From an optimization exercise on the open Yosys and OpenROAD flow, aimed at small area; shortcuts taken in it are not production practice. The RTL was checked by simulation tests, not by an equivalence proof against the original design. Power is estimated from default activity; no workload was simulated.

==> branch xenon <==
==> flow/design.v (excerpt) <==
module pipe_reg_file #(
    parameter int unsigned DATA_W   = 32'd32,
    parameter int unsigned ADDR_W   = 32'd5,
    parameter int unsigned NUM_RD   = 32'd2,
    parameter int unsigned ZERO_REG = 32'd1
) (
    input  logic                       clock,
    input  logic                       reset,
    input  logic [NUM_RD*ADDR_W-1:0]   rd_addr,
    output logic [NUM_RD*DATA_W-1:0]   rd_data,
    output logic [NUM_RD-1:0]          rd_busy,
    input  logic                       wr_enable,
    input  logic [ADDR_W-1:0]          wr_addr,
    input  logic [DATA_W-1:0]          wr_data,
    input  logic                       issue_valid,
    input  logic [ADDR_W-1:0]          issue_addr,
    output logic [ADDR_W:0]            busy_count
);
==> module pipe_reg_file, before the edit <==
module pipe_reg_file #(
    parameter int unsigned DATA_W   = 32'd32,
    parameter int unsigned ADDR_W   = 32'd5,
    parameter int unsigned NUM_RD   = 32'd2,
    parameter int unsigned ZERO_REG = 32'd1
) (
    input  logic                       clock,
    input  logic                       reset,
    input  logic [NUM_RD*ADDR_W-1:0]   rd_addr,
    output logic [NUM_RD*DATA_W-1:0]   rd_data,
    output logic [NUM_RD-1:0]          rd_busy,
    input  logic                       wr_enable,
    input  logic [ADDR_W-1:0]          wr_addr,
    input  logic [DATA_W-1:0]          wr_data,
    input  logic                       issue_valid,
    input  logic [ADDR_W-1:0]          issue_addr,
    output logic [ADDR_W:0]            busy_count
);
    localparam int unsigned DEPTH = 32'd1 << ADDR_W;    
    localparam int unsigned NGRP  = (DEPTH - 1) / 3;    
    logic [DEPTH-1:1][DATA_W-1:0] regs_r;
    logic [DEPTH-1:1][DATA_W-1:0] regs_next_s;
    logic [DEPTH-1:1]  valid_r;
    logic [DEPTH-1:1]  busy_r;
    logic [ADDR_W:0]   busy_count_r;
    logic [DEPTH-1:1]  wr_dec_s;
    logic [DEPTH-1:1]  wr_dec_n_s;
    logic [DEPTH-1:1]  iss_dec_s;
    logic              wr_was_busy_s;
    logic              iss_was_busy_s;
    logic              cnt_inc_s;
    logic              cnt_dec_s;
    always_comb begin
        for (int i = 1; i < int'(DEPTH); i++) begin
            wr_dec_s[i]   = wr_enable   && (wr_addr    == ADDR_W'(i));
            wr_dec_n_s[i] = !wr_dec_s[i];
            iss_dec_s[i]  = issue_valid && (issue_addr == ADDR_W'(i));
        end
    end
    for (genvar i = 1; i < int'(DEPTH); i++) begin : g_reg
        for (genvar b = 0; b < int'(DATA_W); b++) begin : g_bit
            pipe_reg_file_ld u_ld (
                .ld  (wr_dec_s[i]),
                .ldn (wr_dec_n_s[i]),
                .d   (wr_data[b]),
                .q   (regs_r[i][b]),
                .y   (regs_next_s[i][b])
            );
        end
    end
    always_ff @(posedge clock) begin
        regs_r <= regs_next_s;
    end
    always_comb begin
        wr_was_busy_s  = |(busy_r & wr_dec_s);
        iss_was_busy_s = |(busy_r & iss_dec_s);
        cnt_inc_s      = (|iss_dec_s) && !iss_was_busy_s;
        cnt_dec_s      = wr_was_busy_s && !(|(wr_dec_s & iss_dec_s));
    end
    always_ff @(posedge clock) begin
        if (reset) begin
            valid_r      <= '0;
            busy_r       <= '0;
            busy_count_r <= '0;
        end else begin
            valid_r <= valid_r | wr_dec_s;
            busy_r  <= (busy_r & ~wr_dec_s) | iss_dec_s;
            if (cnt_inc_s && !cnt_dec_s)      busy_count_r <= busy_count_r + 1'b1;
            else if (cnt_dec_s && !cnt_inc_s) busy_count_r <= busy_count_r - 1'b1;
        end
    end
    for (genvar k = 0; k < int'(NUM_RD); k++) begin : g_rd
        logic [ADDR_W-1:0] ra;
        logic [DEPTH-1:1]  dec;      
        logic [DEPTH-1:1]  sel;      
        assign ra = rd_addr[k*ADDR_W +: ADDR_W];
        always_comb begin
            for (int i = 1; i < int'(DEPTH); i++) begin
                dec[i] = (ra == ADDR_W'(i));
                sel[i] = dec[i] && valid_r[i];
            end
            rd_busy[k] = |(dec & (busy_r | wr_dec_s));
        end
        for (genvar b = 0; b < int'(DATA_W); b++) begin : g_bit
            logic [NGRP:0] part_n;   
            for (genvar g = 0; g < int'(NGRP); g++) begin : g_grp
                pipe_reg_file_aoi222 u_aoi (
                    .a1 (sel[3*g+1]), .a2 (regs_r[3*g+1][b]),
                    .b1 (sel[3*g+2]), .b2 (regs_r[3*g+2][b]),
                    .c1 (sel[3*g+3]), .c2 (regs_r[3*g+3][b]),
                    .y  (part_n[g])
                );
            end
            pipe_reg_file_nand2 u_last (
                .a (sel[DEPTH-1]), .b (regs_r[DEPTH-1][b]), .y (part_n[NGRP])
            );
            pipe_reg_file_nand11 u_or (
                .a (part_n), .y (rd_data[k*DATA_W + b])
            );
        end
    end
    assign busy_count = busy_count_r;
endmodule
==> module pipe_reg_file_ld, before the edit <==
module pipe_reg_file_ld (
    input  logic ld,
    input  logic ldn,
    input  logic d,
    input  logic q,
    output logic y
);
    assign y = (ld & d) | (ldn & q);
endmodule
==> module pipe_reg_file_aoi222, before the edit <==
module pipe_reg_file_aoi222 (
    input  logic a1, a2, b1, b2, c1, c2,
    output logic y
);
    assign y = !((a1 & a2) | (b1 & b2) | (c1 & c2));
endmodule
==> module pipe_reg_file_nand2, before the edit <==
module pipe_reg_file_nand2 (
    input  logic a, b,
    output logic y
);
    assign y = !(a & b);
endmodule
==> module pipe_reg_file_nand11, before the edit <==
module pipe_reg_file_nand11 (
    input  logic [10:0] a,
    output logic        y
);
    assign y = !(&a);
endmodule
==> flow/config.mk <==
export PLATFORM = sky130hd
export DESIGN_NAME = pipe_reg_file
export DESIGN_NICKNAME = pipe_reg_file
export VERILOG_FILES = /design/flow/design.v
export SDC_FILE = /design/flow/constraint.sdc
export NUM_CORES = 4
export LEC_CHECK = 0
export CAP_MARGIN = 0
export CORE_MARGIN = 2
export CORE_UTILIZATION = 45
export CTS_BUF_LIST = sky130_fd_sc_hd__clkbuf_8
export CTS_CLUSTER_DIAMETER = 60
export CTS_CLUSTER_SIZE = 14
export SLEW_MARGIN = 0
export SYNTH_HIERARCHICAL = 1
export SYNTH_MINIMUM_KEEP_SIZE = 0
==> flow/constraint.sdc <==
create_clock -name core_clock -period 8.0 [get_ports {clock}]
set_input_delay 1.6000 -clock core_clock [delete_from_list [all_inputs] [get_ports {clock}]]
set_output_delay 1.6000 -clock core_clock [all_outputs]
set_load 0.01 [all_outputs]
run.sh (not shown) runs the stock make flow with config.mk's settings and CLKGATE_MAP_FILE= SYNTH_SCRIPT=/design/flow/synth_recipe.tcl, a recipe that flattens the netlist after the stock synthesis.
==> branch willow (differences from branch xenon) <==
- CTS_BUF_LIST: sky130_fd_sc_hd__clkbuf_8 -> sky130_fd_sc_hd__clkbuf_16
- CTS_CLUSTER_DIAMETER: 60 -> 80
- CTS_CLUSTER_SIZE: 14 -> 28
- GPL_TIMING_DRIVEN: unset -> 0
==> branch yarrow (differences from branch xenon) <==
==> flow/design.v (replaced) <==
module pipe_reg_file #(
    parameter int unsigned DATA_W   = 32'd32,
    parameter int unsigned ADDR_W   = 32'd5,
    parameter int unsigned NUM_RD   = 32'd2,
    parameter int unsigned ZERO_REG = 32'd1
) (
    input  logic                       clock,
    input  logic                       reset,
    input  logic [NUM_RD*ADDR_W-1:0]   rd_addr,
    output logic [NUM_RD*DATA_W-1:0]   rd_data,
    output logic [NUM_RD-1:0]          rd_busy,
    input  logic                       wr_enable,
    input  logic [ADDR_W-1:0]          wr_addr,
    input  logic [DATA_W-1:0]          wr_data,
    input  logic                       issue_valid,
    input  logic [ADDR_W-1:0]          issue_addr,
    output logic [ADDR_W:0]            busy_count
);
    localparam int unsigned DEPTH     = 32'd1 << ADDR_W;
    localparam logic        ZERO_EN_C = (ZERO_REG != 32'd0);
    logic [DATA_W-1:0] regs_r [DEPTH];
    logic [DEPTH-1:0]  busy_r;
    logic [ADDR_W:0]   busy_count_r;
    logic              wr_ok_s;
    logic              iss_ok_s;
    logic [DEPTH-1:0]  wr_mask_s;
    logic [DEPTH-1:0]  iss_mask_s;
    logic [DEPTH-1:0]  busy_next_s;
    logic [NUM_RD*DATA_W-1:0] rd_data_s;
    logic [NUM_RD-1:0]        rd_busy_s;
    function automatic logic [ADDR_W:0] popcount_f(input logic [DEPTH-1:0] vec);
        logic [ADDR_W:0] cnt;
        cnt = '0;
        for (int i = 0; i < int'(DEPTH); i++) begin
            cnt = cnt + {{ADDR_W{1'b0}}, vec[i]};
        end
        popcount_f = cnt;
    endfunction
    always_comb begin
        wr_ok_s     = wr_enable   && !(ZERO_EN_C && (wr_addr    == {ADDR_W{1'b0}}));
        iss_ok_s    = issue_valid && !(ZERO_EN_C && (issue_addr == {ADDR_W{1'b0}}));
        wr_mask_s   = wr_ok_s  ? ({{(DEPTH-1){1'b0}}, 1'b1} << wr_addr)    : {DEPTH{1'b0}};
        iss_mask_s  = iss_ok_s ? ({{(DEPTH-1){1'b0}}, 1'b1} << issue_addr) : {DEPTH{1'b0}};
        busy_next_s = (busy_r & ~wr_mask_s) | iss_mask_s;
    end
    always_ff @(posedge clock) begin
        if (reset) begin
            for (int i = 0; i < int'(DEPTH); i++) begin
                regs_r[i] <= {DATA_W{1'b0}};
            end
        end else if (wr_ok_s) begin
            regs_r[wr_addr] <= wr_data;
        end
    end
    always_ff @(posedge clock) begin
        if (reset) begin
            busy_r       <= {DEPTH{1'b0}};
            busy_count_r <= {(ADDR_W+1){1'b0}};
        end else begin
            busy_r       <= busy_next_s;
            busy_count_r <= popcount_f(busy_next_s);
        end
    end
    always_comb begin
        rd_data_s = {(NUM_RD*DATA_W){1'b0}};
        rd_busy_s = {NUM_RD{1'b0}};
        for (int k = 0; k < int'(NUM_RD); k++) begin
            logic [ADDR_W-1:0] ra;
            logic              wr_hit;
            ra     = rd_addr[k*ADDR_W +: ADDR_W];
            wr_hit = wr_ok_s && (wr_addr == ra);
            if (ZERO_EN_C && (ra == {ADDR_W{1'b0}})) begin
                rd_data_s[k*DATA_W +: DATA_W] = {DATA_W{1'b0}};
                rd_busy_s[k]                  = 1'b0;
            end else begin
                rd_data_s[k*DATA_W +: DATA_W] = regs_r[ra];
                rd_busy_s[k]                  = busy_r[ra] | wr_hit;
            end
        end
    end
    assign rd_data    = rd_data_s;
    assign rd_busy    = rd_busy_s;
    assign busy_count = busy_count_r;
endmodule
- CAP_MARGIN: 0 -> 20
- CORE_UTILIZATION: 45 -> 40
- CTS_BUF_LIST: sky130_fd_sc_hd__clkbuf_8 -> unset
- CTS_CLUSTER_DIAMETER: 60 -> unset
- CTS_CLUSTER_SIZE: 14 -> unset
- SLEW_MARGIN: 0 -> 20
- SYNTH_HIERARCHICAL: 1 -> unset
- SYNTH_MINIMUM_KEEP_SIZE: 0 -> unset
==> branch quartz (differences from branch xenon) <==
==> flow/flow/run.sh (new file) <==
#!/bin/bash
set -e
export BUFFER_PORTS_ARGS="-buffer_cell sky130_fd_sc_hd__buf_1"
bash standard.sh > standard.log 2>&1
==> flow/standard.sh (new file) <==
#!/bin/bash
# synth_recipe.tcl (not shown) runs the flow's synth.tcl, then flattens the netlist and writes it again
# the make line also repeats each setting of config.mk as NAME=value (left out here)
make -C /OpenROAD-flow-scripts/flow DESIGN_CONFIG=/design/flow/config.mk WORK_HOME=/design/flow/orfs CLKGATE_MAP_FILE= SYNTH_SCRIPT=/design/flow/synth_recipe.tcl "${@:-finish}"
- CTS_BUF_LIST: sky130_fd_sc_hd__clkbuf_8 -> sky130_fd_sc_hd__clkbuf_16
- CTS_CLUSTER_DIAMETER: 60 -> 80
- CTS_CLUSTER_SIZE: 14 -> 28
removed: flow/run.sh
==> notes <==
Branch willow finished but failed the layout checks on max-capacitance violations, max-slew violations, negative setup slack. Branch quartz completed with no timing, DRC or antenna violations. Branch xenon completed with no timing, DRC or antenna violations. Branch yarrow finished with timing, DRC and antenna clean.
The highest clock skew belongs to branch quartz, the lowest to branch yarrow.
In branch quartz the clock power is lower than in branch willow, by about 3%.
Maximum frequency: branch yarrow is lower than branch quartz (3.5%).
Against branch willow, the setup slack of branch quartz is better by 1300 ps.
Between branch quartz and branch yarrow, the lower synthesized area is in branch quartz (gap 28%, measured against branch yarrow).
Of branch xenon and branch willow, branch xenon has the higher first-iteration DRC count (gap 9.6%, measured against branch willow).

## afterwards: timing with drivers on the ports
In the flow no input, the clock included, has a driving cell. The finished layouts below were timed again as built, in two steps.
Step 1 assumes that a clkbuf_16 drives the clock port and a buf_2 every other input.
Step 2 times the ports against the registers' clock, not the clock port: input delays grow and output delays shrink by t, the midpoint of the rising clock arrivals with the driver on.
Slacks: ideal ports / drivers / drivers and shift; pairs: ideal ports / drivers.
| run | shift t [ns] | setup slack, ns | worst setup path after step 2 |
|---|---|---|---|
| branch xenon | 0.841 | 0.734 / 0.706 / 0.706 | input to output |
| branch willow | 0.740 | -0.107 / -0.130 / -0.130 | input to output |
| branch yarrow | 0.799 | 0.978 / 1.028 / 0.228 | input to register |
| branch quartz | 0.736 | 1.225 / 1.199 / 1.199 | input to output |
For branch yarrow, which loses most, drivers alone change the setup slack by +0.050 ns; drivers and shift together by -0.750 ns.
